Source: an optimization exercise on an open RTL-to-GDS flow (aim: small area, a short achievable clock period and few clock cycles per item). Production flows keep margins and buffers that such runs may drop.
At most, simulation tests tie the RTL to the original design; equivalence was not proved.
No functional check of the RTL was part of runs 2 to 4.
Power and IR drop assume default switching activity.

==> flow/design.v <==
`default_nettype none
package gemm_pkg;
  typedef logic [32-1:0] beat_t;
  typedef logic [2*4*8-1:0] a_tile_t;
  typedef logic [2*4*4-1:0] b_tile_t;
  typedef logic signed [32-1:0] res_t;
  typedef logic [2*2*32-1:0] res_tile_t;
  typedef struct packed {
    a_tile_t a;
    b_tile_t b;
  } operand_t;
  typedef enum logic [2:0] {IDLE, LOAD, COMPUTE, DRAIN, DONE} ctrl_state_t;
endpackage
`default_nettype wire
`timescale 1ns/1ps
`default_nettype none
module tile_mac_s1 (
  input  wire  [31:0] a_row,
  input  wire  [15:0] b_row,
  output wire  [43:0] part
);
  wire e0 = 1'b0 ^ b_row[0];
  wire e1 = (b_row[1] & ~b_row[0] & ~1'b0) | (~b_row[1] & b_row[0] & 1'b0);
  wire p2 = ((e0 & a_row[0])) ^ b_row[1];
  wire p3 = ((e0 & a_row[1]) | (e1 & a_row[0])) ^ b_row[1];
  wire p4 = ((e0 & a_row[2]) | (e1 & a_row[1])) ^ b_row[1];
  wire p5 = ((e0 & a_row[3]) | (e1 & a_row[2])) ^ b_row[1];
  wire p6 = ((e0 & a_row[4]) | (e1 & a_row[3])) ^ b_row[1];
  wire p7 = ((e0 & a_row[5]) | (e1 & a_row[4])) ^ b_row[1];
  wire p8 = ((e0 & a_row[6]) | (e1 & a_row[5])) ^ b_row[1];
  wire p9 = ((e0 & a_row[7]) | (e1 & a_row[6])) ^ b_row[1];
  wire p10 = ((e0 & a_row[7]) | (e1 & a_row[7])) ^ b_row[1];
  wire p11 = ~p10;
  wire e12 = b_row[1] ^ b_row[2];
  wire e13 = (b_row[3] & ~b_row[2] & ~b_row[1]) | (~b_row[3] & b_row[2] & b_row[1]);
  wire p14 = ((e12 & a_row[0])) ^ b_row[3];
  wire p15 = ((e12 & a_row[1]) | (e13 & a_row[0])) ^ b_row[3];
  wire p16 = ((e12 & a_row[2]) | (e13 & a_row[1])) ^ b_row[3];
  wire p17 = ((e12 & a_row[3]) | (e13 & a_row[2])) ^ b_row[3];
  wire p18 = ((e12 & a_row[4]) | (e13 & a_row[3])) ^ b_row[3];
  wire p19 = ((e12 & a_row[5]) | (e13 & a_row[4])) ^ b_row[3];
  wire p20 = ((e12 & a_row[6]) | (e13 & a_row[5])) ^ b_row[3];
  wire p21 = ((e12 & a_row[7]) | (e13 & a_row[6])) ^ b_row[3];
  wire p22 = ((e12 & a_row[7]) | (e13 & a_row[7])) ^ b_row[3];
  wire p23 = ~p22;
  wire e24 = 1'b0 ^ b_row[4];
  wire e25 = (b_row[5] & ~b_row[4] & ~1'b0) | (~b_row[5] & b_row[4] & 1'b0);
  wire p26 = ((e24 & a_row[8])) ^ b_row[5];
  wire p27 = ((e24 & a_row[9]) | (e25 & a_row[8])) ^ b_row[5];
  wire p28 = ((e24 & a_row[10]) | (e25 & a_row[9])) ^ b_row[5];
  wire p29 = ((e24 & a_row[11]) | (e25 & a_row[10])) ^ b_row[5];
  wire p30 = ((e24 & a_row[12]) | (e25 & a_row[11])) ^ b_row[5];
  wire p31 = ((e24 & a_row[13]) | (e25 & a_row[12])) ^ b_row[5];
  wire p32 = ((e24 & a_row[14]) | (e25 & a_row[13])) ^ b_row[5];
  wire p33 = ((e24 & a_row[15]) | (e25 & a_row[14])) ^ b_row[5];
  wire p34 = ((e24 & a_row[15]) | (e25 & a_row[15])) ^ b_row[5];
  wire p35 = ~p34;
  wire e36 = b_row[5] ^ b_row[6];
  wire e37 = (b_row[7] & ~b_row[6] & ~b_row[5]) | (~b_row[7] & b_row[6] & b_row[5]);
  wire p38 = ((e36 & a_row[8])) ^ b_row[7];
  wire p39 = ((e36 & a_row[9]) | (e37 & a_row[8])) ^ b_row[7];
  wire p40 = ((e36 & a_row[10]) | (e37 & a_row[9])) ^ b_row[7];
  wire p41 = ((e36 & a_row[11]) | (e37 & a_row[10])) ^ b_row[7];
  wire p42 = ((e36 & a_row[12]) | (e37 & a_row[11])) ^ b_row[7];
  wire p43 = ((e36 & a_row[13]) | (e37 & a_row[12])) ^ b_row[7];
  wire p44 = ((e36 & a_row[14]) | (e37 & a_row[13])) ^ b_row[7];
  wire p45 = ((e36 & a_row[15]) | (e37 & a_row[14])) ^ b_row[7];
  wire p46 = ((e36 & a_row[15]) | (e37 & a_row[15])) ^ b_row[7];
  wire p47 = ~p46;
  wire e48 = 1'b0 ^ b_row[8];
  wire e49 = (b_row[9] & ~b_row[8] & ~1'b0) | (~b_row[9] & b_row[8] & 1'b0);
  wire p50 = ((e48 & a_row[16])) ^ b_row[9];
  wire p51 = ((e48 & a_row[17]) | (e49 & a_row[16])) ^ b_row[9];
  wire p52 = ((e48 & a_row[18]) | (e49 & a_row[17])) ^ b_row[9];
  wire p53 = ((e48 & a_row[19]) | (e49 & a_row[18])) ^ b_row[9];
  wire p54 = ((e48 & a_row[20]) | (e49 & a_row[19])) ^ b_row[9];
  wire p55 = ((e48 & a_row[21]) | (e49 & a_row[20])) ^ b_row[9];
  wire p56 = ((e48 & a_row[22]) | (e49 & a_row[21])) ^ b_row[9];
  wire p57 = ((e48 & a_row[23]) | (e49 & a_row[22])) ^ b_row[9];
  wire p58 = ((e48 & a_row[23]) | (e49 & a_row[23])) ^ b_row[9];
  wire p59 = ~p58;
  wire e60 = b_row[9] ^ b_row[10];
  wire e61 = (b_row[11] & ~b_row[10] & ~b_row[9]) | (~b_row[11] & b_row[10] & b_row[9]);
  wire p62 = ((e60 & a_row[16])) ^ b_row[11];
  wire p63 = ((e60 & a_row[17]) | (e61 & a_row[16])) ^ b_row[11];
  wire p64 = ((e60 & a_row[18]) | (e61 & a_row[17])) ^ b_row[11];
  wire p65 = ((e60 & a_row[19]) | (e61 & a_row[18])) ^ b_row[11];
  wire p66 = ((e60 & a_row[20]) | (e61 & a_row[19])) ^ b_row[11];
  wire p67 = ((e60 & a_row[21]) | (e61 & a_row[20])) ^ b_row[11];
  wire p68 = ((e60 & a_row[22]) | (e61 & a_row[21])) ^ b_row[11];
  wire p69 = ((e60 & a_row[23]) | (e61 & a_row[22])) ^ b_row[11];
  wire p70 = ((e60 & a_row[23]) | (e61 & a_row[23])) ^ b_row[11];
  wire p71 = ~p70;
  wire e72 = 1'b0 ^ b_row[12];
  wire e73 = (b_row[13] & ~b_row[12] & ~1'b0) | (~b_row[13] & b_row[12] & 1'b0);
  wire p74 = ((e72 & a_row[24])) ^ b_row[13];
  wire p75 = ((e72 & a_row[25]) | (e73 & a_row[24])) ^ b_row[13];
  wire p76 = ((e72 & a_row[26]) | (e73 & a_row[25])) ^ b_row[13];
  wire p77 = ((e72 & a_row[27]) | (e73 & a_row[26])) ^ b_row[13];
  wire p78 = ((e72 & a_row[28]) | (e73 & a_row[27])) ^ b_row[13];
  wire p79 = ((e72 & a_row[29]) | (e73 & a_row[28])) ^ b_row[13];
  wire p80 = ((e72 & a_row[30]) | (e73 & a_row[29])) ^ b_row[13];
  wire p81 = ((e72 & a_row[31]) | (e73 & a_row[30])) ^ b_row[13];
  wire p82 = ((e72 & a_row[31]) | (e73 & a_row[31])) ^ b_row[13];
  wire p83 = ~p82;
  wire e84 = b_row[13] ^ b_row[14];
  wire e85 = (b_row[15] & ~b_row[14] & ~b_row[13]) | (~b_row[15] & b_row[14] & b_row[13]);
  wire p86 = ((e84 & a_row[24])) ^ b_row[15];
  wire p87 = ((e84 & a_row[25]) | (e85 & a_row[24])) ^ b_row[15];
  wire p88 = ((e84 & a_row[26]) | (e85 & a_row[25])) ^ b_row[15];
  wire p89 = ((e84 & a_row[27]) | (e85 & a_row[26])) ^ b_row[15];
  wire p90 = ((e84 & a_row[28]) | (e85 & a_row[27])) ^ b_row[15];
  wire p91 = ((e84 & a_row[29]) | (e85 & a_row[28])) ^ b_row[15];
  wire p92 = ((e84 & a_row[30]) | (e85 & a_row[29])) ^ b_row[15];
  wire p93 = ((e84 & a_row[31]) | (e85 & a_row[30])) ^ b_row[15];
  wire p94 = ((e84 & a_row[31]) | (e85 & a_row[31])) ^ b_row[15];
  wire p95 = ~p94;
  wire s96 = b_row[13] ^ b_row[1] ^ b_row[5];
  wire c97 = (b_row[13] & b_row[1]) | (b_row[5] & (b_row[13] ^ b_row[1]));
  wire s98 = b_row[9] ^ s96 ^ p2;
  wire c99 = (b_row[9] & s96) | (p2 & (b_row[9] ^ s96));
  wire s100 = p26 ^ p50;
  wire c101 = p26 & p50;
  wire s102 = p74 ^ s100;
  wire c103 = p74 & s100;
  wire s104 = c97 ^ p27 ^ p3;
  wire c105 = (c97 & p27) | (p3 & (c97 ^ p27));
  wire s106 = p51 ^ p75 ^ c101;
  wire c107 = (p51 & p75) | (c101 & (p51 ^ p75));
  wire s108 = c99 ^ c103;
  wire c109 = c99 & c103;
  wire s110 = s104 ^ s106;
  wire c111 = s104 & s106;
  wire s112 = b_row[11] ^ b_row[15] ^ b_row[3];
  wire c113 = (b_row[11] & b_row[15]) | (b_row[3] & (b_row[11] ^ b_row[15]));
  wire s114 = b_row[7] ^ s112 ^ p14;
  wire c115 = (b_row[7] & s112) | (p14 & (b_row[7] ^ s112));
  wire s116 = p28 ^ p38 ^ p4;
  wire c117 = (p28 & p38) | (p4 & (p28 ^ p38));
  wire s118 = p52 ^ p62 ^ p76;
  wire c119 = (p52 & p62) | (p76 & (p52 ^ p62));
  wire s120 = p86 ^ c105 ^ s114;
  wire c121 = (p86 & c105) | (s114 & (p86 ^ c105));
  wire s122 = s116 ^ s118 ^ c107;
  wire c123 = (s116 & s118) | (c107 & (s116 ^ s118));
  wire s124 = c113 ^ p15 ^ p29;
  wire c125 = (c113 & p15) | (p29 & (c113 ^ p15));
  wire s126 = p39 ^ p5 ^ p53;
  wire c127 = (p39 & p5) | (p53 & (p39 ^ p5));
  wire s128 = p63 ^ p77 ^ p87;
  wire c129 = (p63 & p77) | (p87 & (p63 ^ p77));
  wire s130 = c115 ^ c117 ^ c119;
  wire c131 = (c115 & c117) | (c119 & (c115 ^ c117));
  wire s132 = s124 ^ s126 ^ s128;
  wire c133 = (s124 & s126) | (s128 & (s124 ^ s126));
  wire s134 = p16 ^ p30 ^ p40;
  wire c135 = (p16 & p30) | (p40 & (p16 ^ p30));
  wire s136 = p54 ^ p6 ^ p64;
  wire c137 = (p54 & p6) | (p64 & (p54 ^ p6));
  wire s138 = p78 ^ p88 ^ c125;
  wire c139 = (p78 & p88) | (c125 & (p78 ^ p88));
  wire s140 = c127 ^ c129 ^ s134;
  wire c141 = (c127 & c129) | (s134 & (c127 ^ c129));
  wire s142 = s136 ^ c131;
  wire c143 = s136 & c131;
  wire s144 = p17 ^ p31 ^ p41;
  wire c145 = (p17 & p31) | (p41 & (p17 ^ p31));
  wire s146 = p55 ^ p65 ^ p7;
  wire c147 = (p55 & p65) | (p7 & (p55 ^ p65));
  wire s148 = p79 ^ p89 ^ c135;
  wire c149 = (p79 & p89) | (c135 & (p79 ^ p89));
  wire s150 = c137 ^ s144 ^ s146;
  wire c151 = (c137 & s144) | (s146 & (c137 ^ s144));
  wire s152 = c139 ^ s148;
  wire c153 = c139 & s148;
  wire s154 = p18 ^ p32 ^ p42;
  wire c155 = (p18 & p32) | (p42 & (p18 ^ p32));
  wire s156 = p56 ^ p66 ^ p8;
  wire c157 = (p56 & p66) | (p8 & (p56 ^ p66));
  wire s158 = p80 ^ p90 ^ c145;
  wire c159 = (p80 & p90) | (c145 & (p80 ^ p90));
  wire s160 = c147 ^ s154 ^ s156;
  wire c161 = (c147 & s154) | (s156 & (c147 ^ s154));
  wire s162 = c149 ^ s158;
  wire c163 = c149 & s158;
  wire s164 = p19 ^ p33 ^ p43;
  wire c165 = (p19 & p33) | (p43 & (p19 ^ p33));
  wire s166 = p57 ^ p67 ^ p81;
  wire c167 = (p57 & p67) | (p81 & (p57 ^ p67));
  wire s168 = p9 ^ p91 ^ c155;
  wire c169 = (p9 & p91) | (c155 & (p9 ^ p91));
  wire s170 = c157 ^ s164 ^ s166;
  wire c171 = (c157 & s164) | (s166 & (c157 ^ s164));
  wire s172 = c159 ^ s168;
  wire c173 = c159 & s168;
  wire s174 = p11 ^ p20 ^ p35;
  wire c175 = (p11 & p20) | (p35 & (p11 ^ p20));
  wire s176 = p44 ^ p59 ^ p68;
  wire c177 = (p44 & p59) | (p68 & (p44 ^ p59));
  wire s178 = p83 ^ p92 ^ c165;
  wire c179 = (p83 & p92) | (c165 & (p83 ^ p92));
  wire s180 = c167 ^ s174 ^ s176;
  wire c181 = (c167 & s174) | (s176 & (c167 ^ s174));
  wire s182 = c169 ^ s178;
  wire c183 = c169 & s178;
  wire s184 = p21 ^ p45 ^ p69;
  wire c185 = (p21 & p45) | (p69 & (p21 ^ p45));
  wire s186 = p93 ^ c175 ^ c177;
  wire c187 = (p93 & c175) | (c177 & (p93 ^ c175));
  wire s188 = s184 ^ c179;
  wire c189 = s184 & c179;
  wire s190 = 1'b1 ^ p23 ^ p47;
  wire c191 = (1'b1 & p23) | (p47 & (1'b1 ^ p23));
  wire s192 = p71 ^ p95 ^ c185;
  wire c193 = (p71 & p95) | (c185 & (p71 ^ p95));
  assign part = {1'b1, c193, c191, 1'b1, c189, s192, c187, s190, s188, c183, c181, s186, s182, c173, s180, c171, s172, c163, s170, c161, s162, c153, s160, c151, s152, c143, s150, c141, s142, s140, c133, s138, c123, s132, c121, s130, s122, s120, c111, c109, s110, s108, s102, s98};
endmodule
module tile_mac_s2 (
  input  wire  [43:0] part,
  output wire  [13:0] dot
);
  wire s0 = part[4] ^ part[5] ^ part[6];
  wire c1 = (part[4] & part[5]) | (part[6] & (part[4] ^ part[5]));
  wire s2 = part[10] ^ part[11] ^ part[8];
  wire c3 = (part[10] & part[11]) | (part[8] & (part[10] ^ part[11]));
  wire s4 = part[9] ^ c1;
  wire c5 = part[9] & c1;
  wire s6 = part[12] ^ part[13] ^ part[14];
  wire c7 = (part[12] & part[13]) | (part[14] & (part[12] ^ part[13]));
  wire s8 = part[15] ^ c3 ^ s6;
  wire c9 = (part[15] & c3) | (s6 & (part[15] ^ c3));
  wire s10 = part[16] ^ part[17] ^ part[18];
  wire c11 = (part[16] & part[17]) | (part[18] & (part[16] ^ part[17]));
  wire s12 = part[19] ^ c7 ^ s10;
  wire c13 = (part[19] & c7) | (s10 & (part[19] ^ c7));
  wire s14 = part[20] ^ part[21] ^ part[22];
  wire c15 = (part[20] & part[21]) | (part[22] & (part[20] ^ part[21]));
  wire s16 = part[23] ^ c11 ^ s14;
  wire c17 = (part[23] & c11) | (s14 & (part[23] ^ c11));
  wire s18 = part[24] ^ part[25] ^ part[26];
  wire c19 = (part[24] & part[25]) | (part[26] & (part[24] ^ part[25]));
  wire s20 = part[27] ^ c15 ^ s18;
  wire c21 = (part[27] & c15) | (s18 & (part[27] ^ c15));
  wire s22 = part[28] ^ part[29] ^ part[30];
  wire c23 = (part[28] & part[29]) | (part[30] & (part[28] ^ part[29]));
  wire s24 = part[31] ^ c19 ^ s22;
  wire c25 = (part[31] & c19) | (s22 & (part[31] ^ c19));
  wire s26 = part[32] ^ part[33] ^ part[34];
  wire c27 = (part[32] & part[33]) | (part[34] & (part[32] ^ part[33]));
  wire s28 = part[35] ^ c23 ^ s26;
  wire c29 = (part[35] & c23) | (s26 & (part[35] ^ c23));
  wire s30 = part[36] ^ part[37] ^ part[38];
  wire c31 = (part[36] & part[37]) | (part[38] & (part[36] ^ part[37]));
  wire s32 = part[39] ^ c27 ^ s30;
  wire c33 = (part[39] & c27) | (s30 & (part[39] ^ c27));
  wire s34 = part[40] ^ part[41] ^ part[42];
  wire c35 = (part[40] & part[41]) | (part[42] & (part[40] ^ part[41]));
  wire s36 = c31 ^ s34;
  wire c37 = c31 & s34;
  wire [13:0] row_x = {part[43], c35, s36, c29, c25, c21, c17, c13, c9, c5, s2, part[7], part[2], part[0]};
  wire [13:0] row_y = {1'b0, c37, c33, s32, s28, s24, s20, s16, s12, s8, s4, s0, part[3], part[1]};
  assign dot = row_x + row_y;
endmodule
`default_nettype wire
`timescale 1ns/1ps
`default_nettype none
module w4a8_gemm_top (
  input  wire         ap_clk,
  input  wire         areset,
  input  wire         ap_start,
  input  wire         write_result,
  input  wire         a_req,
  input  wire  [31:0] a_data,
  input  wire         b_req,
  input  wire  [31:0] b_data,
  input  wire         out_ready,
  output wire         ap_idle,
  output wire         ap_done,
  output wire         ap_ready,
  output wire         a_ack,
  output wire         b_ack,
  output wire         out_valid,
  output wire  [31:0] out_data
);
  logic        run;        
  logic        done_q;
  logic        wr_q;
  logic        ack_a, ack_b;
  logic [1:0]  a_cnt;      
  logic        b_got;      
  logic [2:0]  cur;        
  logic [2:0]  sq;         
  logic        phit;       
  logic        ov;         
  logic [44-1:0] preg;
  logic [13:0] oreg;
  logic [31:0] areg;
  logic [31:0] breg;
  logic [44-1:0] part;
  logic [13:0] dot;
  wire xfer    = ov & out_ready;
  function automatic logic ok(input logic [2:0] w);
    ok = run & wr_q & b_got & ~w[2] & (w[1] ? (a_cnt == 2'd2) : (a_cnt == 2'd1));
  endfunction
  wire ld_rdy  = run & phit;
  wire o_free  = ~ov | out_ready;
  wire load    = ld_rdy & o_free;
  wire [2:0] cur_p1 = cur + 3'd1;
  wire [2:0] cur_p2 = cur + 3'd2;
  wire [2:0] cur_n  = load ? cur_p1 : cur;
  wire sq_ok   = ok(sq);
  wire hit0    = sq_ok & (sq == cur);
  wire hit1    = sq_ok & (sq == cur_p1);
  wire [2:0] sq_n0  = hit0 ? cur_p1 : cur;
  wire [2:0] sq_n1  = hit1 ? cur_p2 : cur_p1;
  wire [2:0] sq_n   = load ? sq_n1 : sq_n0;
  wire a_free  = (a_cnt == 2'd0) | ((a_cnt == 2'd1) & (~wr_q | cur[1]));
  wire a_free1 = (a_cnt == 2'd1) & cur[0] & ld_rdy;
  wire take_a  = run & a_req & ~ack_a & (a_free | (a_free1 & o_free));
  wire take_b  = run & b_req & ~ack_b & ~b_got;
  wire tiles   = (a_cnt == 2'd2) & ~ack_a & b_got & ~ack_b;
  wire fin     = run & tiles & (~wr_q | (cur[2] & (~ov | out_ready)));
  tile_mac_s1 mac_s1 (
    .a_row (areg),
    .b_row (sq[0] ? breg[31:16] : breg[15:0]),
    .part  (part)
  );
  tile_mac_s2 mac_s2 (
    .part  (preg),
    .dot   (dot)
  );
  always_ff @(posedge ap_clk) begin
    if (areset) begin
      run    <= 1'b0;
      done_q <= 1'b0;
      wr_q   <= 1'b0;
      ack_a  <= 1'b0;
      ack_b  <= 1'b0;
      a_cnt  <= '0;
      b_got  <= 1'b0;
      cur    <= '0;
      sq     <= '0;
      phit   <= 1'b0;
      ov     <= 1'b0;
    end else begin
      done_q <= fin;
      if (~run) begin
        if (ap_start & ~done_q) begin
          run   <= 1'b1;
          wr_q  <= write_result;
          a_cnt <= '0;
          b_got <= 1'b0;
          cur   <= '0;
          sq    <= '0;
        end
      end else if (fin) begin
        run <= 1'b0;
      end
      if (take_a) begin
        ack_a <= 1'b1;
        a_cnt <= a_cnt + 2'd1;
      end else if (~a_req) begin
        ack_a <= 1'b0;
      end
      if (take_b) begin
        ack_b <= 1'b1;
        b_got <= 1'b1;
      end else if (~b_req) begin
        ack_b <= 1'b0;
      end
      if (run) begin
        cur  <= cur_n;
        sq   <= sq_n;
      end
      phit <= load ? hit1 : hit0;
      if (load) begin
        ov   <= 1'b1;
      end else if (xfer) begin
        ov   <= 1'b0;
      end
    end
  end
  always_ff @(posedge ap_clk) begin
    if (take_a) areg <= a_data;
    if (take_b) breg <= b_data;
    preg <= part;
    if (load)   oreg <= dot;
  end
  assign ap_idle   = ~run;
  assign ap_done   = done_q;
  assign ap_ready  = done_q;
  assign a_ack     = ack_a;
  assign b_ack     = ack_b;
  assign out_valid = ov;
  assign out_data  = {{18{oreg[13]}}, oreg};
endmodule
`default_nettype wire
==> flow/flow/run.sh <==
#!/bin/bash
set -euo pipefail
D=$PWD
SETUP_MARGIN=${SETUP_MARGIN:-5}
bash standard.sh synth > synth.log 2>&1
make -C "$FLOW_HOME" DESIGN_CONFIG=$D/config.mk WORK_HOME=$D/orfs CLKGATE_MAP_FILE= \
  SYNTH_SCRIPT=$D/synth_recipe.tcl \
  BUFFER_PORTS_ARGS="-buffer_cell sky130_fd_sc_hd__buf_2" \
  CTS_ARGS="-sink_clustering_enable -repair_clock_nets -dont_use_dummy_load -buf_list {sky130_fd_sc_hd__clkbuf_4 sky130_fd_sc_hd__clkbuf_8}" \
  SETUP_SLACK_MARGIN=$SETUP_MARGIN finish > layout.log 2>&1
R=$D/orfs/results/sky130hd/w4a8_gemm_top/base
: # left out here: write the final layout as DEF
==> flow/standard.sh <==
#!/bin/bash
# synth_recipe.tcl (not shown) runs the flow's synth.tcl, then flattens the netlist and writes it again
# the make line also repeats each setting of config.mk as NAME=value (left out here)
make -C /OpenROAD-flow-scripts/flow DESIGN_CONFIG=/design/flow/config.mk WORK_HOME=/design/flow/orfs CLKGATE_MAP_FILE= SYNTH_SCRIPT=/design/flow/synth_recipe.tcl "${@:-finish}"
==> flow/config.mk <==
export PLATFORM = sky130hd
export DESIGN_NAME = w4a8_gemm_top
export DESIGN_NICKNAME = w4a8_gemm_top
export VERILOG_FILES = /design/flow/design.v
export SDC_FILE = /design/flow/constraint.sdc
export NUM_CORES = 4
export LEC_CHECK = 0
export ABC_AREA = 1
export ABC_CLOCK_PERIOD_IN_PS = 4000
export CAP_MARGIN = 20
export CORE_MARGIN = 2
export CORE_UTILIZATION = 50
export CTS_BUF_LIST = sky130_fd_sc_hd__clkbuf_4 sky130_fd_sc_hd__clkbuf_8
export GPL_TIMING_DRIVEN = 1
export SLEW_MARGIN = 20
==> flow/constraint.sdc <==
create_clock -name core_clock -period 8.0 [get_ports {ap_clk}]
set_input_delay 1.6000 -clock core_clock [delete_from_list [all_inputs] [get_ports {ap_clk}]]
set_output_delay 1.6000 -clock core_clock [all_outputs]
set_load 0.01 [all_outputs]
==> summary.txt, run 1 <==
Pin count of the biggest net entering global routing = 35
GR peak layer = met2
Slew @ Worst Pin = 709 ps
Initial antenna violation count = 0
Leakage = 4.23 nW
Final setup skew = 23.8 ps
Area delta synth->final = 12.7%
VDD IR max = 0.231 mV
# hold bufs at CTS = 0
Setup TNS = 0 ps
Cell count after placement = 1094
Critical Path Start Type = flop
Routing usage on met3 = 0.0428
Cell Chain, Critical Path = inv_1 -> fa_1 -> fa_1 -> inv_1 -> ha_1 -> a21oi_1 -> a21boi_0 -> o21ai_2 -> nand3_1 -> nand2_1 -> xor2_1
Inserted Clock Buffers = 17
Final antenna-violating net count = 0
Layout cell share with drive strength beyond 1 = 0.205
R2r worst-path depth = 11
Final worst-path cycle share = 0.362
Initial Util = 0.509
Synth Cell Area = 8050 µm²
Syn. warnings = 1
Drt total wl = 17.3 mm
Setup crit end kind = flop
Worst Hold Path EP = ov
Main area contributors after synthesis = edfxtp_1 (29%), dfxtp_1 (14%), fa_1 (14%), xor2_1 (7.4%), inv_1 (7.2%)
Routability cong. = 0.908
Total number of vias = 5543
Max-cap violations = 0
Iteration-0 DRC Markers = 293
DR WL/cell = 15.4 µm
Worst hold path type = reg -> reg
CP Class = reg -> reg
Die Y = 131 µm
GR Overflow Total = 0
Unrepaired setup endpoints after global routing = yes
Post-layout instance area = 9070 µm²
First-pass GRT wire length = 27.3 mm
Crit Path Max Fanout = 5
Post-synth top area cell = edfxtp_1
Synth top area share = 0.291
Relative slew margins = 0.527
GRT Overall Usage = 0.214
Worst R2R Setup Slack = 5100 ps
RR Endpoint = oreg[10]
Pwr dens = 304 nW/µm²
CP max stage delay = 520 ps
Worst Path Required = 8180 ps
Minimum clock period = 2900 ps
Syn avg cell area = 10.1 µm²
Fill cells = 1414
Total die area = 17100 µm²
Final Core Density = 0.573
Post-route insts no fill = 1124
Seq cells post-synth = 136
Drt first pass iters = 5
Hold Vio Cnt, Final = 0
Met1 usage = 0.270
Clock buffer depth = 2
Worst-Skew Late Latency = 450 ps
Final Slew Violations = 0
Most frequent cells in the layout = inv_1 (154), nand2_1 (112), buf_2 (108), edfxtp_1 (78), xor2_1 (68)
Core Area = 15800 µm²
Most common cell after layout, fill and taps aside = inv_1
Hold Path Depth = 2
Std-Cell Rows = 46
Worst path slowest cell = fa_1
I/O Buffers = 108
CTS sink count = 136
Die width = 131 µm
Clk root buf = clkbuf_8
CTS tree = built
Placement Cell Area = 8660 µm²
Synth unique cells = 39
Worst EP arrival = 3080 ps
Synth Instances = 799
Total Nets Final = 1067
Dpl hpwl = 13.6 mm
H-tree depth = 4
ANT cells = 0
Vias in the first global route = 5505
GRT met2 Usage = 0.369
Reg clk slew, reported paths = 80 ps
Final setup viols = 0
Sequential fraction of the synthesis area = 0.435
# IOs = 109
Drt via density = 4.93
Hold_sp = phit
Residual DRC count = 0
RR Startpoint = mac_s2.part[24]
Max Clock Freq = 0.345 GHz
Post-Syn Nets = 956
Status = finished clean
-- power breakdown --
group | leakage, nW | switching, mW | total, mW | internal [mW]
Combinational | 2.91 | 0.812 | 1.39 | 0.575
Clock | 0.122 | 0.220 | 0.406 | 0.186
Sequential | 1.20 | 0.0417 | 0.967 | 0.925
Total | 4.23 | 1.07 | 2.76 | 1.69
-- critical path: cells and delay by family (launching register included) --
family	cells	cell delay [ps]
adder cells (fa/ha/maj)	3	1370
XOR/XNOR	1	150
buffers and inverters	2	90
AND/OR/NAND/NOR	2	160
AO/OA/AOI/OAI	3	560
flip-flops	1	310
-- Yosys cell counts (all sizes together) --
master and instances:
buf 29, o22ai 53, nand2 135, clkbuf 1
xor2 68, a211oi 2, mux2i 1, a31oi 1
nand3 29, nor3 3, ha 31, nand4 1
inv 159, xnor2 5, o21ai 22, or2 8
edfxtp 78, nor3b 1, dfxtp 58, nor4 1
o21bai 1, and3 1, a21oi 24, a21o 3
a21boi 2, nor2 27, fa 55
-- layout make-up --
class	instances	area, µm²	share of cell area
multi-input combinational	474	3810	0.420
sequential	136	3510	0.387
timing repair buffer	121	638	0.0703
inverter	159	608	0.0670
tap	216	270	0.0298
clock buffer	17	234	0.0258
timing repair inverter	1	7.51	0.000827
-- through the flow --
| step | power, mW | setup WS [ps] | hold slack [ps] |
|---|---|---|---|
| 2_1_floorplan | 2.02 | 5010 | 451 |
| 3_3_place_gp | 2.28 | 4100 | 460 |
| 3_5_place_dp | 2.32 | 3960 | 482 |
| 4_1_cts | 2.74 | 5010 | 493 |
| 5_1_grt | 3.03 | 4970 | 505 |
| 6_report | 2.76 | 5100 | 484 |
-- sequential cells by signal (all words and copies together), names as in the netlist --
name,cells
a_cnt,2
ack_a,1
ack_b,1
areg,32
b_got,1
breg,32
cur,3
done_q,1
mac_s2.part,42
oreg,14
ov,1
phit,1
run,1
sq,3
wr_q,1
-- worst max-delay path by stage --
stage / from / endpoint / cells past startpoint
global placement: sq[0] / mac_s2.part[31] / 12
CTS: out_ready / areg[7] / 8
global route: mac_s2.part[24] / oreg[10] / 11
floorplan: out_ready / a_cnt[0] / 9
detailed placement: sq[0] / mac_s2.part[19] / 13
finish: mac_s2.part[24] / oreg[10] / 11
-- kinds of logic after synthesis --
family                     synth area share
AOI/OAI and AO/OA                    0.0844
muxes                               0.00280
DFF                                   0.435
xor gates and xnor gates             0.0794
adders and majority gates             0.185
and+or+nand+nor                       0.112
buffers and inverters                 0.102
-- what timing repair did --
action	CTS	global route
resized for setup	11	15
pin swaps	0	2
gates cloned	0	1
setup endpoints to repair	40	60
setup buffers	3	9
-- layer usage --
metal  share of wire  wire [µm]
met5               0          0
met4           0.024        412
met3           0.048        823
met2            0.49       8550
met1            0.43       7520
Testbench counts, summed over its fixed seeds: cycles 31,250, jobs 3,200.
==> run 2, diff against run 1 <==
--- a/flow/design.v
+++ b/flow/design.v
@@ -214,5 +214,9 @@
   wire s192 = p71 ^ p95 ^ c185;
   wire c193 = (p71 & p95) | (c185 & (p71 ^ p95));
-  assign part = {1'b1, c193, c191, 1'b1, c189, s192, c187, s190, s188, c183, c181, s186, s182, c173, s180, c171, s172, c163, s170, c161, s162, c153, s160, c151, s152, c143, s150, c141, s142, s140, c133, s138, c123, s132, c121, s130, s122, s120, c111, c109, s110, s108, s102, s98};
+  wire s194 = s190 ^ c187;
+  wire c195 = s190 & c187;
+  wire s196 = 1'b1 ^ c191;
+  wire c197 = 1'b1 & c191;
+  assign part = {1'b1, c197, c195, c193, s196, s194, c189, s192, s188, c183, c181, s186, s182, c173, s180, c171, s172, c163, s170, c161, s162, c153, s160, c151, s152, c143, s150, c141, s142, s140, c133, s138, c123, s132, c121, s130, s122, s120, c111, c109, s110, s108, s102, s98};
 endmodule
 module tile_mac_s2 (
@@ -252,12 +256,14 @@
   wire s30 = part[36] ^ part[37] ^ part[38];
   wire c31 = (part[36] & part[37]) | (part[38] & (part[36] ^ part[37]));
-  wire s32 = part[39] ^ c27 ^ s30;
-  wire c33 = (part[39] & c27) | (s30 & (part[39] ^ c27));
-  wire s34 = part[40] ^ part[41] ^ part[42];
-  wire c35 = (part[40] & part[41]) | (part[42] & (part[40] ^ part[41]));
+  wire s32 = c27 ^ s30;
+  wire c33 = c27 & s30;
+  wire s34 = part[39] ^ part[40] ^ part[41];
+  wire c35 = (part[39] & part[40]) | (part[41] & (part[39] ^ part[40]));
   wire s36 = c31 ^ s34;
   wire c37 = c31 & s34;
-  wire [13:0] row_x = {part[43], c35, s36, c29, c25, c21, c17, c13, c9, c5, s2, part[7], part[2], part[0]};
-  wire [13:0] row_y = {1'b0, c37, c33, s32, s28, s24, s20, s16, s12, s8, s4, s0, part[3], part[1]};
+  wire s38 = part[42] ^ c35;
+  wire c39 = part[42] & c35;
+  wire [13:0] row_x = {part[43], c37, c33, s32, c25, c21, c17, c13, c9, c5, s2, part[7], part[2], part[0]};
+  wire [13:0] row_y = {c39, s38, s36, c29, s28, s24, s20, s16, s12, s8, s4, s0, part[3], part[1]};
   assign dot = row_x + row_y;
 endmodule
@@ -291,5 +297,6 @@
   logic [2:0]  cur;        
   logic [2:0]  sq;         
-  logic        phit;       
+  logic [2:0]  pw;         
+  logic        pv;         
   logic        ov;         
   logic [44-1:0] preg;
@@ -303,5 +310,5 @@
     ok = run & wr_q & b_got & ~w[2] & (w[1] ? (a_cnt == 2'd2) : (a_cnt == 2'd1));
   endfunction
-  wire ld_rdy  = run & phit;
+  wire ld_rdy  = run & wr_q & pv & (pw == cur);
   wire o_free  = ~ov | out_ready;
   wire load    = ld_rdy & o_free;
@@ -310,8 +317,6 @@
   wire [2:0] cur_n  = load ? cur_p1 : cur;
   wire sq_ok   = ok(sq);
-  wire hit0    = sq_ok & (sq == cur);
-  wire hit1    = sq_ok & (sq == cur_p1);
-  wire [2:0] sq_n0  = hit0 ? cur_p1 : cur;
-  wire [2:0] sq_n1  = hit1 ? cur_p2 : cur_p1;
+  wire [2:0] sq_n0  = (sq_ok & (sq == cur))    ? cur_p1 : cur;
+  wire [2:0] sq_n1  = (sq_ok & (sq == cur_p1)) ? cur_p2 : cur_p1;
   wire [2:0] sq_n   = load ? sq_n1 : sq_n0;
   wire a_free  = (a_cnt == 2'd0) | ((a_cnt == 2'd1) & (~wr_q | cur[1]));
@@ -341,5 +346,6 @@
       cur    <= '0;
       sq     <= '0;
-      phit   <= 1'b0;
+      pw     <= '0;
+      pv     <= 1'b0;
       ov     <= 1'b0;
     end else begin
@@ -373,5 +379,6 @@
         sq   <= sq_n;
       end
-      phit <= load ? hit1 : hit0;
+      pw   <= sq;
+      pv   <= sq_ok;
       if (load) begin
         ov   <= 1'b1;
--- a/flow/config.mk
+++ b/flow/config.mk
@@ -6,6 +6,4 @@
 export NUM_CORES = 4
 export LEC_CHECK = 0
-export ABC_AREA = 1
-export ABC_CLOCK_PERIOD_IN_PS = 4000
 export CAP_MARGIN = 20
 export CORE_MARGIN = 2
==> summary.txt, run 2 <==
Status = finished clean
Setup crit end kind = flop
RR Endpoint = oreg[11]
Seq pwr share = 0.327
Main area contributors after synthesis = edfxtp_1 (27%), dfxtp_1 (14%), fa_1 (13%), mux2i_1 (5.5%), ha_1 (4.8%)
Tot Pwr = 2.93 mW
Worst-Skew Late Latency = 460 ps
Final worst-path cycle share = 0.384
Leakage = 4.10 nW
Clk root buf = clkbuf_8
Slew @ Worst Pin = 645 ps
Worst Setup SP = preg[13]
Largest family of logic cells by synthesized area = adder cells
Placement Cell Area = 9270 µm²
Synth Area in Compound Gates = 0.118
Initial Util = 0.507
ANT cells = 0
Pwr dens = 298 nW/µm²
Drt via density = 5.43
Post-synth top cells = inv_1 (88), edfxtp_1 (78), dfxtp_1 (62)
Hold slack = 508 ps
Reg clk slew, reported paths = 80 ps
Final antenna-violating net count = 0
CP Buf/Inv Count = 2
CTS sink count = 140
Syn avg cell area = 11.5 µm²
Total Nets Final = 1021
Sw Ratio = 0.379
Crit Path Max Fanout = 4
Asr flop ratio synth = 0
Setup TNS = 0 ps
EDFF count, synth = 78
Worst path slowest cell = fa_1
Placement Setup Slack = 4280 ps
Simple-Gate Fraction of Synth Area = 0.0846
Final setup viols = 0
Drt first pass iters = 10
Post-Synth XOR/XNOR Area = 0.0304
Residual DRC count = 0
Clk network pwr share = 0.143
Unrepaired setup endpoints after global routing = yes
Post-route insts no fill = 1085
Most common cell after layout, fill and taps aside = buf_2
Initial antenna violation count = 0
Sequential fraction of the synthesis area = 0.413
Layout cell share with drive strength beyond 1 = 0.255
VDD IR max = 0.245 mV
Relative slew margins = 0.568
Fraction of synthesized area in multiplexers = 0.102
Critical Path Start Type = flop
Hold Vio Cnt, Final = 0
Clock buffer depth = 2
Seq cells post-synth = 140
Syn. warnings = 1
Cell Chain, Critical Path = inv_2 -> fa_1 -> fa_1 -> inv_2 -> ha_4 -> nor3_2 -> nor2_1 -> a2111o_1 -> and2_4 -> a211o_1
Final Slew Violations = 0
Vias in the first global route = 5777
Post-synth top area cell = edfxtp_1
CTS tree = built
Worst R2R Setup Slack = 4930 ps
Minimum clock period = 3070 ps
CP Class = reg -> reg
RR Startpoint = preg[13]
Max Clock Freq = 0.326 GHz
Power share of the combinational group = 0.530
GRT Overall Usage = 0.215
Most frequent cells in the layout = buf_2 (108), inv_1 (84), edfxtp_1 (78), dfxtp_1 (58), fa_1 (51)
Max reg flops = 43
Synth top area share = 0.270
Area delta synth->final = 13.3%
Synth unique cells = 67
Synth Instances = 758
# IOs = 109
Die width = 136 µm
NetSw = 1.11 mW
Synth Cell Area = 8680 µm²
Drt total wl = 19.6 mm
Levels on crit path = 10
CP endpoint = oreg[11]
Dpl hpwl = 14.8 mm
Worst EP arrival = 3250 ps
Main synth FF type = edfxtp_1
GR Overflow Total = 0
Final Core Density = 0.575
Max-cap violations = 0
Worst Path Required = 8180 ps
Post-Syn Nets = 917
Post-layout instance area = 9840 µm²
Inserted Clock Buffers = 17
Pin count of the biggest net entering global routing = 34
Count leader, synth = inv_1
Final setup skew = 35.1 ps
Total number of vias = 5896
H-tree depth = 4
Std-Cell Rows = 48
Core Area = 17100 µm²
DR WL/cell = 18.1 µm
I/O Buffers = 108
Worst hold path type = reg -> reg
Die Y = 136 µm
Cell count after placement = 1050
Crit path max-delay family = adder cells
Internal power = 1.82 mW
First-pass GRT wire length = 29.8 mm
Routability cong. = 0.874
R2r worst-path depth = 10
Final setup margin = 4930 ps
Total die area = 18400 µm²
CP max stage delay = 510 ps
Iteration-0 DRC Markers = 332
Synth Area in Adders = 0.179
==> run 2: cell types whose count changed in the layout (fill, tap and decap cells not counted), sizes merged, moves of 15 or more <==
cell | before | now
a22oi | 0 | 35
nand2 | 135 | 24
mux2i | 1 | 59
o22ai | 53 | 0
inv | 158 | 92
nand3 | 29 | 7
xor2 | 68 | 7
mux2 | 0 | 15
nor2 | 27 | 45
xnor2 | 5 | 21
==> run 2: logic make-up (layout without fill, tap and decap cells) <==
logic type	Yosys count	in the layout
multiplexers	74	74
AND/OR/NAND/NOR	139	140
XOR/XNOR	28	28
buffers and inverters	135	236
AO/OA/AOI/OAI	150	150
adder cells (fa/ha/maj)	92	92
flip-flops	140	140
==> run 2: worst min path at each step <==
stage | start | end | depth (start not counted)
CTS | wr_q | wr_q | 2
finish | wr_q | wr_q | 2
global route | sq[2] | pw[2] | 1
detailed placement | wr_q | wr_q | 2
global placement | wr_q | wr_q | 2
floorplan | wr_q | wr_q | 2
==> run 2: tightest hold or removal path: stages (launching register included) <==
cell and delay (ps):
dfxtp_1 350, nand2_1 60, a21oi_1 50
==> run 2: layout make-up <==
type | count | area (µm²)
well taps | 225 | 282
multi-input cells | 484 | 4670
inverters | 92 | 358
fillers | 1471 | 7270
clock buffers | 17 | 234
flip-flops and latches | 140 | 3590
repair buffers | 127 | 708
==> run 2: metal layers <==
metal  up-vias  routed length [µm]  track usage  part of all wire
met2       179                9680        0.368              0.49
met4         0                 523       0.0764             0.027
met3        43                 956       0.0475             0.049
li1       2861                   -            -                 -
met5         -                   0            0                 0
met1      2813                8480        0.269              0.43
==> run 2: what timing repair did <==
| item | in CTS | in global routing |
|---|---|---|
| hold buffers | 0 | 0 |
| endpoints found under the setup margin | 43 | 41 |
| buffers inserted | 12 | 5 |
| pin swaps | 11 | 15 |
| resized for setup | 18 | 30 |
| gates cloned | 0 | 1 |
==> run 2: power groups by stage <==
stage | combinational, mW | sequential [mW] | clock [mW]
finish | 1.55 | 0.959 | 0.418
global route | 1.73 | 0.966 | 0.457
CTS | 1.39 | 0.958 | 0.428
detailed placement | 1.25 | 0.974 | 0
global placement | 1.22 | 0.975 | 0
floorplan | 0.998 | 0.958 | 0
==> run 3, diff against run 2 <==
--- a/flow/design.v
+++ b/flow/design.v
@@ -214,9 +214,5 @@
   wire s192 = p71 ^ p95 ^ c185;
   wire c193 = (p71 & p95) | (c185 & (p71 ^ p95));
-  wire s194 = s190 ^ c187;
-  wire c195 = s190 & c187;
-  wire s196 = 1'b1 ^ c191;
-  wire c197 = 1'b1 & c191;
-  assign part = {1'b1, c197, c195, c193, s196, s194, c189, s192, s188, c183, c181, s186, s182, c173, s180, c171, s172, c163, s170, c161, s162, c153, s160, c151, s152, c143, s150, c141, s142, s140, c133, s138, c123, s132, c121, s130, s122, s120, c111, c109, s110, s108, s102, s98};
+  assign part = {1'b1, c193, c191, 1'b1, c189, s192, c187, s190, s188, c183, c181, s186, s182, c173, s180, c171, s172, c163, s170, c161, s162, c153, s160, c151, s152, c143, s150, c141, s142, s140, c133, s138, c123, s132, c121, s130, s122, s120, c111, c109, s110, s108, s102, s98};
 endmodule
 module tile_mac_s2 (
@@ -256,15 +252,94 @@
   wire s30 = part[36] ^ part[37] ^ part[38];
   wire c31 = (part[36] & part[37]) | (part[38] & (part[36] ^ part[37]));
-  wire s32 = c27 ^ s30;
-  wire c33 = c27 & s30;
-  wire s34 = part[39] ^ part[40] ^ part[41];
-  wire c35 = (part[39] & part[40]) | (part[41] & (part[39] ^ part[40]));
+  wire s32 = part[39] ^ c27 ^ s30;
+  wire c33 = (part[39] & c27) | (s30 & (part[39] ^ c27));
+  wire s34 = part[40] ^ part[41] ^ part[42];
+  wire c35 = (part[40] & part[41]) | (part[42] & (part[40] ^ part[41]));
   wire s36 = c31 ^ s34;
   wire c37 = c31 & s34;
-  wire s38 = part[42] ^ c35;
-  wire c39 = part[42] & c35;
-  wire [13:0] row_x = {part[43], c37, c33, s32, c25, c21, c17, c13, c9, c5, s2, part[7], part[2], part[0]};
-  wire [13:0] row_y = {c39, s38, s36, c29, s28, s24, s20, s16, s12, s8, s4, s0, part[3], part[1]};
-  assign dot = row_x + row_y;
+  wire g38 = part[0] & part[1];
+  wire g39 = part[2] & part[3];
+  wire g40 = part[7] & s0;
+  wire g41 = s2 & s4;
+  wire g42 = c5 & s8;
+  wire g43 = c9 & s12;
+  wire g44 = c13 & s16;
+  wire g45 = c17 & s20;
+  wire g46 = c21 & s24;
+  wire g47 = c25 & s28;
+  wire g48 = c29 & s32;
+  wire g49 = s36 & c33;
+  wire g50 = c35 & c37;
+  wire g51 = part[43] & 1'b0;
+  wire h52 = part[0] ^ part[1];
+  wire h53 = part[2] ^ part[3];
+  wire h54 = part[7] ^ s0;
+  wire h55 = s2 ^ s4;
+  wire h56 = c5 ^ s8;
+  wire h57 = c9 ^ s12;
+  wire h58 = c13 ^ s16;
+  wire h59 = c17 ^ s20;
+  wire h60 = c21 ^ s24;
+  wire h61 = c25 ^ s28;
+  wire h62 = c29 ^ s32;
+  wire h63 = s36 ^ c33;
+  wire h64 = c35 ^ c37;
+  wire h65 = part[43] ^ 1'b0;
+  wire g66 = g39 | (h53 & g38);
+  wire p67 = h53 & h52;
+  wire g68 = g41 | (h55 & g40);
+  wire p69 = h55 & h54;
+  wire g70 = g43 | (h57 & g42);
+  wire p71 = h57 & h56;
+  wire g72 = g45 | (h59 & g44);
+  wire p73 = h59 & h58;
+  wire g74 = g47 | (h61 & g46);
+  wire p75 = h61 & h60;
+  wire g76 = g49 | (h63 & g48);
+  wire p77 = h63 & h62;
+  wire g78 = g51 | (h65 & g50);
+  wire p79 = h65 & h64;
+  wire g80 = g68 | (p69 & g66);
+  wire p81 = p69 & p67;
+  wire g82 = g72 | (p73 & g70);
+  wire p83 = p73 & p71;
+  wire g84 = g76 | (p77 & g74);
+  wire p85 = p77 & p75;
+  wire g86 = g82 | (p83 & g80);
+  wire p87 = p83 & p81;
+  wire g88 = g84 | (p85 & g86);
+  wire p89 = p85 & p87;
+  wire g90 = g70 | (p71 & g80);
+  wire p91 = p71 & p81;
+  wire g92 = g74 | (p75 & g86);
+  wire p93 = p75 & p87;
+  wire g94 = g78 | (p79 & g88);
+  wire p95 = p79 & p89;
+  wire g96 = g40 | (h54 & g66);
+  wire p97 = h54 & p67;
+  wire g98 = g42 | (h56 & g80);
+  wire p99 = h56 & p81;
+  wire g100 = g44 | (h58 & g90);
+  wire p101 = h58 & p91;
+  wire g102 = g46 | (h60 & g86);
+  wire p103 = h60 & p87;
+  wire g104 = g48 | (h62 & g92);
+  wire p105 = h62 & p93;
+  wire g106 = g50 | (h64 & g88);
+  wire p107 = h64 & p89;
+  wire o108 = h53 ^ g38;
+  wire o109 = h54 ^ g66;
+  wire o110 = h55 ^ g96;
+  wire o111 = h56 ^ g80;
+  wire o112 = h57 ^ g98;
+  wire o113 = h58 ^ g90;
+  wire o114 = h59 ^ g100;
+  wire o115 = h60 ^ g86;
+  wire o116 = h61 ^ g102;
+  wire o117 = h62 ^ g92;
+  wire o118 = h63 ^ g104;
+  wire o119 = h64 ^ g88;
+  wire o120 = h65 ^ g106;
+  assign dot = {o120, o119, o118, o117, o116, o115, o114, o113, o112, o111, o110, o109, o108, h52};
 endmodule
 `default_nettype wire
==> summary.txt, run 3 <==
Hold Vio Cnt, Final = 0
Main area contributors after synthesis = edfxtp_1 (28%), dfxtp_1 (15%), fa_1 (15%), inv_1 (4.5%), ha_1 (4.3%)
Count leader, synth = inv_1
Sequential cell area = 3570 µm²
Hold Path Depth = 2
Initial antenna violation count = 0
Unrepaired setup endpoints after global routing = yes
Core Area = 16500 µm²
Setup crit end kind = flop
Worst EP arrival = 3110 ps
Minimum clock period = 3060 ps
CTS sink count = 139
Worst Path Required = 8050 ps
ANT cells = 0
GRT Overall Usage = 0.221
Sequential fraction of the synthesis area = 0.427
Pwr dens = 272 nW/µm²
Syn. warnings = 1
R2r worst-path depth = 11
Worst hold path type = reg -> reg
Syn avg cell area = 11.5 µm²
Synth Instances = 725
Power share of the combinational group = 0.484
# IOs = 109
Max-cap violations = 0
Seq cells post-synth = 139
GR Overflow Total = 0
Cell Chain, Critical Path = buf_2 -> nand2b_4 -> nand3_1 -> o21a_1 -> nor2_2
Iteration-0 DRC Markers = 499
H-tree depth = 4
Slew @ Worst Pin = 1040 ps
VDD IR max = 0.169 mV
Status = finished clean
Vias in the first global route = 5617
Most common cell after layout, fill and taps aside = buf_2
Die width = 133 µm
Post-layout instance area = 9700 µm²
Routability cong. = 0.888
Max Clock Freq = 0.327 GHz
Post-synth top cells = inv_1 (99), edfxtp_1 (78), dfxtp_1 (61), fa_1 (61), nor2_1 (43)
Synth Cell Area = 8340 µm²
Leakage = 3.98 nW
NetSw = 0.923 mW
Routing usage on met3 = 0.0464
Final antenna-violating net count = 0
First-pass GRT wire length = 29.7 mm
Drt via density = 5.32
Asr flop ratio synth = 0
Synth top area share = 0.281
Final setup viols = 0
CTS tree = built
Clk root buf = clkbuf_8
Total number of vias = 5642
Inserted Clock Buffers = 17
Dpl hpwl = 14.6 mm
Total Nets Final = 1004
Setup TNS = 0 ps
Drt first pass iters = 5
Worst path slowest cell = nor2_2
Die Y = 133 µm
Placement Cell Area = 8990 µm²
Clk network pwr share = 0.156
I/O Buffers = 108
Final setup skew = 37.6 ps
Drt total wl = 19.3 mm
Total die area = 17700 µm²
Crit Path Max Fanout = 16
Final Slew Violations = 0
Clock buffer depth = 2
EDFF count, synth = 78
CP max stage delay = 830 ps
Most frequent cells in the layout = buf_2 (108), inv_1 (94), edfxtp_1 (78), dfxtp_1 (59), fa_1 (53)
Std-Cell Rows = 47
Post-synth top area cell = edfxtp_1
GRT met2 Usage = 0.372
Max reg flops = 42
Final worst-path cycle share = 0.383
Synth unique cells = 62
Pin count of the biggest net entering global routing = 33
Residual DRC count = 0
Fill cells = 1362
Relative slew margins = 0.304
Layout cell share with drive strength beyond 1 = 0.264
Multi-input logic area = 4470 µm²
Reg clk slew, reported paths = 70 ps
Area delta synth->final = 16.3%
Sw Ratio = 0.349
Internal power = 1.72 mW
Worst-Skew Late Latency = 450 ps
CP Class = in -> reg
DR WL/cell = 18.2 µm
Seq pwr share = 0.360
Critical Path Start Type = input port
Initial Util = 0.507
Main synth FF type = edfxtp_1
Post-Syn Nets = 886
Met1 usage = 0.282
GR peak layer = met2
run 3: final cells by class:
| class | count | area share |
|---|---|---|
| Inverter | 101 | 0.0391 |
| Multi-Input combinational cell | 449 | 0.460 |
| Timing Repair Buffer | 135 | 0.0803 |
| Sequential cell | 139 | 0.368 |
| Clock buffer | 17 | 0.0241 |
| Tap cell | 220 | 0.0284 |
run 3: logic make-up (layout without fill, tap and decap cells):
family	after synthesis	in the layout	synth area share
mux	55	55	0.0763
compound gates	135	135	0.111
simple gates	128	129	0.0802
fa+ha+maj	91	91	0.191
flops	139	139	0.427
buf+inv	138	253	0.0733
xor+xnor	39	39	0.0409
run 3: path summary, 6_finish.rpt:
path                    from        to  slack (ps)
max reg2reg  mac_s2.part[24]  oreg[10]        5010
min reg2reg         a_cnt[0]  a_cnt[0]         520
min                 a_cnt[0]  a_cnt[0]         520
max                out_ready  areg[13]        4940
run 3: power groups by stage:
stage	clock network (mW)	logic, mW	registers [mW]
6_report	0.412	1.28	0.951
5_1_grt	0.455	1.44	0.959
4_1_cts	0.427	1.18	0.950
3_5_place_dp	0	0.998	0.965
3_3_place_gp	0	0.952	0.965
2_1_floorplan	0	0.765	0.950
run 3: critical path: cells and delay by family:
kind                   cells  cell delay (ps)
and+or+nand+nor            3             1100
buffers and inverters      1               90
AOI/OAI and AO/OA          1              310
run 3: repair_timing:
item,CTS,global route
setup buffers,10,15
gates resized for setup,21,33
pin swaps,15,15
hold buffers,0,0
setup endpoints to repair,43,37
cloned,0,1
run 3: stage by stage:
step / total power [mW] / setup WS, ps / hold WS [ps] / utilization / std cells
floorplan: 1.72 / 4850 / 482 / - / 725
global placement: 1.92 / 4370 / 500 / 0.546 / 1018
detailed placement: 1.96 / 4290 / 510 / 0.546 / 1018
CTS: 2.55 / 5000 / 520 / 0.574 / 1045
global route: 2.85 / 4890 / 541 / 0.589 / 1061
finish: 2.64 / 4940 / 516 / 0.589 / 1061
run 3: per-layer routing:
metal / wire length [µm] / vias up
li1: - / 2725
met1: 8490 / 2703
met2: 9400 / 178
met3: 870 / 36
met4: 529 / 0
met5: 0 / -
==> run 4, diff against run 3 <==
--- a/flow/design.v
+++ b/flow/design.v
@@ -214,5 +214,5 @@
   wire s192 = p71 ^ p95 ^ c185;
   wire c193 = (p71 & p95) | (c185 & (p71 ^ p95));
-  assign part = {1'b1, c193, c191, 1'b1, c189, s192, c187, s190, s188, c183, c181, s186, s182, c173, s180, c171, s172, c163, s170, c161, s162, c153, s160, c151, s152, c143, s150, c141, s142, s140, c133, s138, c123, s132, c121, s130, s122, s120, c111, c109, s110, s108, s102, s98};
+  assign part = ~{1'b1, c193, c191, 1'b1, c189, s192, c187, s190, s188, c183, c181, s186, s182, c173, s180, c171, s172, c163, s170, c161, s162, c153, s160, c151, s152, c143, s150, c141, s142, s140, c133, s138, c123, s132, c121, s130, s122, s120, c111, c109, s110, s108, s102, s98};
 endmodule
 module tile_mac_s2 (
@@ -220,126 +220,45 @@
   output wire  [13:0] dot
 );
-  wire s0 = part[4] ^ part[5] ^ part[6];
-  wire c1 = (part[4] & part[5]) | (part[6] & (part[4] ^ part[5]));
-  wire s2 = part[10] ^ part[11] ^ part[8];
-  wire c3 = (part[10] & part[11]) | (part[8] & (part[10] ^ part[11]));
-  wire s4 = part[9] ^ c1;
-  wire c5 = part[9] & c1;
-  wire s6 = part[12] ^ part[13] ^ part[14];
-  wire c7 = (part[12] & part[13]) | (part[14] & (part[12] ^ part[13]));
-  wire s8 = part[15] ^ c3 ^ s6;
-  wire c9 = (part[15] & c3) | (s6 & (part[15] ^ c3));
-  wire s10 = part[16] ^ part[17] ^ part[18];
-  wire c11 = (part[16] & part[17]) | (part[18] & (part[16] ^ part[17]));
-  wire s12 = part[19] ^ c7 ^ s10;
-  wire c13 = (part[19] & c7) | (s10 & (part[19] ^ c7));
-  wire s14 = part[20] ^ part[21] ^ part[22];
-  wire c15 = (part[20] & part[21]) | (part[22] & (part[20] ^ part[21]));
-  wire s16 = part[23] ^ c11 ^ s14;
-  wire c17 = (part[23] & c11) | (s14 & (part[23] ^ c11));
-  wire s18 = part[24] ^ part[25] ^ part[26];
-  wire c19 = (part[24] & part[25]) | (part[26] & (part[24] ^ part[25]));
-  wire s20 = part[27] ^ c15 ^ s18;
-  wire c21 = (part[27] & c15) | (s18 & (part[27] ^ c15));
-  wire s22 = part[28] ^ part[29] ^ part[30];
-  wire c23 = (part[28] & part[29]) | (part[30] & (part[28] ^ part[29]));
-  wire s24 = part[31] ^ c19 ^ s22;
-  wire c25 = (part[31] & c19) | (s22 & (part[31] ^ c19));
-  wire s26 = part[32] ^ part[33] ^ part[34];
-  wire c27 = (part[32] & part[33]) | (part[34] & (part[32] ^ part[33]));
-  wire s28 = part[35] ^ c23 ^ s26;
-  wire c29 = (part[35] & c23) | (s26 & (part[35] ^ c23));
-  wire s30 = part[36] ^ part[37] ^ part[38];
-  wire c31 = (part[36] & part[37]) | (part[38] & (part[36] ^ part[37]));
-  wire s32 = part[39] ^ c27 ^ s30;
-  wire c33 = (part[39] & c27) | (s30 & (part[39] ^ c27));
-  wire s34 = part[40] ^ part[41] ^ part[42];
-  wire c35 = (part[40] & part[41]) | (part[42] & (part[40] ^ part[41]));
+  wire s0 = ~part[4] ^ ~part[5] ^ ~part[6];
+  wire c1 = (~part[4] & ~part[5]) | (~part[6] & (~part[4] ^ ~part[5]));
+  wire s2 = ~part[10] ^ ~part[11] ^ ~part[8];
+  wire c3 = (~part[10] & ~part[11]) | (~part[8] & (~part[10] ^ ~part[11]));
+  wire s4 = ~part[9] ^ c1;
+  wire c5 = ~part[9] & c1;
+  wire s6 = ~part[12] ^ ~part[13] ^ ~part[14];
+  wire c7 = (~part[12] & ~part[13]) | (~part[14] & (~part[12] ^ ~part[13]));
+  wire s8 = ~part[15] ^ c3 ^ s6;
+  wire c9 = (~part[15] & c3) | (s6 & (~part[15] ^ c3));
+  wire s10 = ~part[16] ^ ~part[17] ^ ~part[18];
+  wire c11 = (~part[16] & ~part[17]) | (~part[18] & (~part[16] ^ ~part[17]));
+  wire s12 = ~part[19] ^ c7 ^ s10;
+  wire c13 = (~part[19] & c7) | (s10 & (~part[19] ^ c7));
+  wire s14 = ~part[20] ^ ~part[21] ^ ~part[22];
+  wire c15 = (~part[20] & ~part[21]) | (~part[22] & (~part[20] ^ ~part[21]));
+  wire s16 = ~part[23] ^ c11 ^ s14;
+  wire c17 = (~part[23] & c11) | (s14 & (~part[23] ^ c11));
+  wire s18 = ~part[24] ^ ~part[25] ^ ~part[26];
+  wire c19 = (~part[24] & ~part[25]) | (~part[26] & (~part[24] ^ ~part[25]));
+  wire s20 = ~part[27] ^ c15 ^ s18;
+  wire c21 = (~part[27] & c15) | (s18 & (~part[27] ^ c15));
+  wire s22 = ~part[28] ^ ~part[29] ^ ~part[30];
+  wire c23 = (~part[28] & ~part[29]) | (~part[30] & (~part[28] ^ ~part[29]));
+  wire s24 = ~part[31] ^ c19 ^ s22;
+  wire c25 = (~part[31] & c19) | (s22 & (~part[31] ^ c19));
+  wire s26 = ~part[32] ^ ~part[33] ^ ~part[34];
+  wire c27 = (~part[32] & ~part[33]) | (~part[34] & (~part[32] ^ ~part[33]));
+  wire s28 = ~part[35] ^ c23 ^ s26;
+  wire c29 = (~part[35] & c23) | (s26 & (~part[35] ^ c23));
+  wire s30 = ~part[36] ^ ~part[37] ^ ~part[38];
+  wire c31 = (~part[36] & ~part[37]) | (~part[38] & (~part[36] ^ ~part[37]));
+  wire s32 = ~part[39] ^ c27 ^ s30;
+  wire c33 = (~part[39] & c27) | (s30 & (~part[39] ^ c27));
+  wire s34 = ~part[40] ^ ~part[41] ^ ~part[42];
+  wire c35 = (~part[40] & ~part[41]) | (~part[42] & (~part[40] ^ ~part[41]));
   wire s36 = c31 ^ s34;
   wire c37 = c31 & s34;
-  wire g38 = part[0] & part[1];
-  wire g39 = part[2] & part[3];
-  wire g40 = part[7] & s0;
-  wire g41 = s2 & s4;
-  wire g42 = c5 & s8;
-  wire g43 = c9 & s12;
-  wire g44 = c13 & s16;
-  wire g45 = c17 & s20;
-  wire g46 = c21 & s24;
-  wire g47 = c25 & s28;
-  wire g48 = c29 & s32;
-  wire g49 = s36 & c33;
-  wire g50 = c35 & c37;
-  wire g51 = part[43] & 1'b0;
-  wire h52 = part[0] ^ part[1];
-  wire h53 = part[2] ^ part[3];
-  wire h54 = part[7] ^ s0;
-  wire h55 = s2 ^ s4;
-  wire h56 = c5 ^ s8;
-  wire h57 = c9 ^ s12;
-  wire h58 = c13 ^ s16;
-  wire h59 = c17 ^ s20;
-  wire h60 = c21 ^ s24;
-  wire h61 = c25 ^ s28;
-  wire h62 = c29 ^ s32;
-  wire h63 = s36 ^ c33;
-  wire h64 = c35 ^ c37;
-  wire h65 = part[43] ^ 1'b0;
-  wire g66 = g39 | (h53 & g38);
-  wire p67 = h53 & h52;
-  wire g68 = g41 | (h55 & g40);
-  wire p69 = h55 & h54;
-  wire g70 = g43 | (h57 & g42);
-  wire p71 = h57 & h56;
-  wire g72 = g45 | (h59 & g44);
-  wire p73 = h59 & h58;
-  wire g74 = g47 | (h61 & g46);
-  wire p75 = h61 & h60;
-  wire g76 = g49 | (h63 & g48);
-  wire p77 = h63 & h62;
-  wire g78 = g51 | (h65 & g50);
-  wire p79 = h65 & h64;
-  wire g80 = g68 | (p69 & g66);
-  wire p81 = p69 & p67;
-  wire g82 = g72 | (p73 & g70);
-  wire p83 = p73 & p71;
-  wire g84 = g76 | (p77 & g74);
-  wire p85 = p77 & p75;
-  wire g86 = g82 | (p83 & g80);
-  wire p87 = p83 & p81;
-  wire g88 = g84 | (p85 & g86);
-  wire p89 = p85 & p87;
-  wire g90 = g70 | (p71 & g80);
-  wire p91 = p71 & p81;
-  wire g92 = g74 | (p75 & g86);
-  wire p93 = p75 & p87;
-  wire g94 = g78 | (p79 & g88);
-  wire p95 = p79 & p89;
-  wire g96 = g40 | (h54 & g66);
-  wire p97 = h54 & p67;
-  wire g98 = g42 | (h56 & g80);
-  wire p99 = h56 & p81;
-  wire g100 = g44 | (h58 & g90);
-  wire p101 = h58 & p91;
-  wire g102 = g46 | (h60 & g86);
-  wire p103 = h60 & p87;
-  wire g104 = g48 | (h62 & g92);
-  wire p105 = h62 & p93;
-  wire g106 = g50 | (h64 & g88);
-  wire p107 = h64 & p89;
-  wire o108 = h53 ^ g38;
-  wire o109 = h54 ^ g66;
-  wire o110 = h55 ^ g96;
-  wire o111 = h56 ^ g80;
-  wire o112 = h57 ^ g98;
-  wire o113 = h58 ^ g90;
-  wire o114 = h59 ^ g100;
-  wire o115 = h60 ^ g86;
-  wire o116 = h61 ^ g102;
-  wire o117 = h62 ^ g92;
-  wire o118 = h63 ^ g104;
-  wire o119 = h64 ^ g88;
-  wire o120 = h65 ^ g106;
-  assign dot = {o120, o119, o118, o117, o116, o115, o114, o113, o112, o111, o110, o109, o108, h52};
+  wire [13:0] row_x = {~part[43], c35, s36, c29, c25, c21, c17, c13, c9, c5, s2, ~part[7], ~part[2], ~part[0]};
+  wire [13:0] row_y = {1'b0, c37, c33, s32, s28, s24, s20, s16, s12, s8, s4, s0, ~part[3], ~part[1]};
+  assign dot = row_x + row_y;
 endmodule
 `default_nettype wire
==> summary.txt, run 4 <==
Relative slew margins = 0.364
Cell Chain, Critical Path = buf_12 -> mux2i_4 -> buf_4 -> and2_2 -> nor2_1 -> o21ai_0 -> fa_1 -> fa_1
Synth unique cells = 52
I/O Buffers = 108
Drt first pass iters = 5
Initial antenna violation count = 0
Initial Util = 0.507
Clk root buf = clkbuf_8
Hold slack = 515 ps
GR Overflow Total = 0
Final antenna-violating net count = 0
Final setup margin = 5020 ps
First-pass GRT wire length = 29.1 mm
Worst path slowest cell = fa_1
Layout cell share with drive strength beyond 1 = 0.269
Core Area = 16400 µm²
Inserted Clock Buffers = 17
Reg clk slew, reported paths = 90 ps
Minimum clock period = 2980 ps
Hold Path Depth = 2
Worst Path Required = 8300 ps
Worst EP arrival = 3290 ps
Total number of vias = 5684
# hold bufs at CTS = 0
Setup TNS = 0 ps
Main area contributors after synthesis = edfxtp_1 (28%), dfxtp_1 (15%), fa_1 (13%), mux2i_1 (7.5%), a22oi_1 (4.9%)
Post-synth top cells = inv_1 (105), edfxtp_1 (78), mux2i_1 (62)
Drt via density = 5.21
Syn. warnings = 1
Dpl hpwl = 13.9 mm
Most frequent cells in the layout = buf_2 (108), inv_1 (100), edfxtp_1 (78), dfxtp_1 (59), mux2i_1 (53)
Unrepaired setup endpoints after global routing = yes
Critical Path Start Type = flop
Setup crit end kind = flop
Max Clock Freq = 0.335 GHz
Die width = 133 µm
Count leader, synth = inv_1
Leakage = 4.09 nW
Area delta synth->final = 17.0%
Hold Vio Cnt, Final = 0
Sequential fraction of the synthesis area = 0.429
Final setup viols = 0
# IOs = 109
Max reg flops = 42
Crit Path Max Fanout = 14
CP max stage delay = 490 ps
Residual DRC count = 0
GRT Overall Usage = 0.217
Most common cell type on the critical path = fa_1
DR WL/cell = 17.2 µm
Synth top area share = 0.282
Pin count of the biggest net entering global routing = 35
Synth Cell Area = 8310 µm²
Max-cap violations = 0
Syn avg cell area = 10.8 µm²
Iteration-0 DRC Markers = 335
Placement Setup Slack = 4280 ps
Status = finished clean
Synth Instances = 768
Post-Syn Nets = 925
Drt total wl = 18.8 mm
Fill cells = 1375
Main synth FF type = edfxtp_1
Routability cong. = 0.853
CTS tree = built
Asr flop ratio synth = 0
CTS sink count = 139
Total die area = 17700 µm²
Worst-Skew Late Latency = 460 ps
CP Class = reg -> reg
Slew @ Worst Pin = 944 ps
Vias in the first global route = 5709
Std-Cell Rows = 47
Worst hold path type = reg -> reg
H-tree depth = 4
Seq cells post-synth = 139
Most common cell after layout, fill and taps aside = buf_2
Die Y = 133 µm
R2r worst-path depth = 8
VDD IR max = 0.214 mV
EDFF count, synth = 78
Clock buffer depth = 2
Post-synth top area cell = edfxtp_1
Final Slew Violations = 0
Total Nets Final = 1028
Pwr dens = 278 nW/µm²
Final setup skew = 32.4 ps
Final worst-path cycle share = 0.373
run 4: changes by cell type after synthesis, sizes merged, moves of 7 or more:
cell and delta:
xor2 -7, o22ai -11, a22oi +35, o21ai +10, inv +7, clkbuf +16, a22o -11, nor3 -7
nand2 +19, mux2i +23, a221oi -10, mux2 -9
run 4: cell type report:
type	instances	area (µm²)	area share
clock buffer	17	234	0.0241
sequential	139	3570	0.367
timing repair buffer	132	751	0.0772
tap	220	275	0.0283
antenna	1	2.50	0.000257
multi-input combinational	473	4470	0.460
inverter	108	422	0.0433
run 4: kinds of logic after synthesis:
group / Yosys count / synth area share
buf+inv: 157 / 0.0799
simple gates: 143 / 0.0829
mux: 69 / 0.0848
flops: 139 / 0.429
xor+xnor: 30 / 0.0316
fa+ha+maj: 90 / 0.184
compound gates: 140 / 0.108
run 4: per-stage QoR:
stage / area (µm²) / utilization / std cells / power [mW]
5_1_grt: 9720 / 0.593 / 1089 / 2.93
4_1_cts: 9390 / 0.572 / 1074 / 2.52
6_report: 9730 / 0.593 / 1090 / 2.70
3_5_place_dp: 8950 / 0.545 / 1049 / 2.04
3_3_place_gp: 8950 / 0.545 / 1049 / 2.00
2_1_floorplan: 8380 / - / 768 / 1.81
run 4: per-layer routing:
layer  GRT usage  part of all wire  up-vias
li1            -                 -     2787
met1       0.274              0.44     2716
met2       0.368              0.50      150
met3      0.0360             0.038       31
met4      0.0944             0.025        0
met5           0                 0        -
run 4: where the power goes:
part	internal (mW)	total [mW]	switching, mW
Clock	0.187	0.416	0.229
Combinational	0.651	1.34	0.687
Sequential	0.906	0.947	0.0408
Total	1.74	2.70	0.957
run 4: worst paths after layout:
check        startpoint        to  slack, ps
min                  ov        ov        510
max               sq[0]  preg[29]       5020
max reg2reg       sq[0]  preg[29]       5020
min reg2reg          ov        ov        510
run 4: what timing repair did:
item | in CTS | in global routing
buffers inserted | 7 | 14
setup endpoints to repair | 74 | 32
pin swaps | 3 | 9
cloned | 1 | 1
resized for setup | 43 | 55
hold endpoints to repair | 0 | 0
run 4: critical path: cells and delay by family, from the launching register on:
family,cells,cell delay (ps)
DFF,1,380
muxes,1,340
buffers and inverters,2,380
adders and majority gates,2,920
AOI/OAI and AO/OA,1,400
and+or+nand+nor,2,410

what the ideal ports hide:
How much do the figures lean on ideal ports? The routed layouts below were timed once more, with nothing changed but the port constraints.
Step 1 assumes that a clkbuf_16 drives the clock port and a buf_2 every other input.
Step 2 also shifts input and output timing later by t, the mid clock arrival at the registers, as if the neighbouring blocks saw the same clock.
a / b / c = ideal / step 1 / step 2; a / b = the first two.
| run | t (ns) | slack for setup (ns) | slew at the worst register clock pin (ns) |
|---|---|---|---|
| run 1 | 0.476 | 5.103 / 5.103 / 4.741 | 0.08 / 0.08 |
| run 2 | 0.484 | 4.930 / 4.930 / 4.641 | 0.09 / 0.09 |
| run 3 | 0.471 | 4.938 / 4.957 / 4.486 | 0.09 / 0.09 |
| run 4 | 0.483 | 5.018 / 5.018 / 4.615 | 0.09 / 0.09 |
After both steps every run listed still meets setup and hold. The setup slack of run 3, which loses most, moves by +0.019 ns with the drivers and by -0.452 ns with both steps.
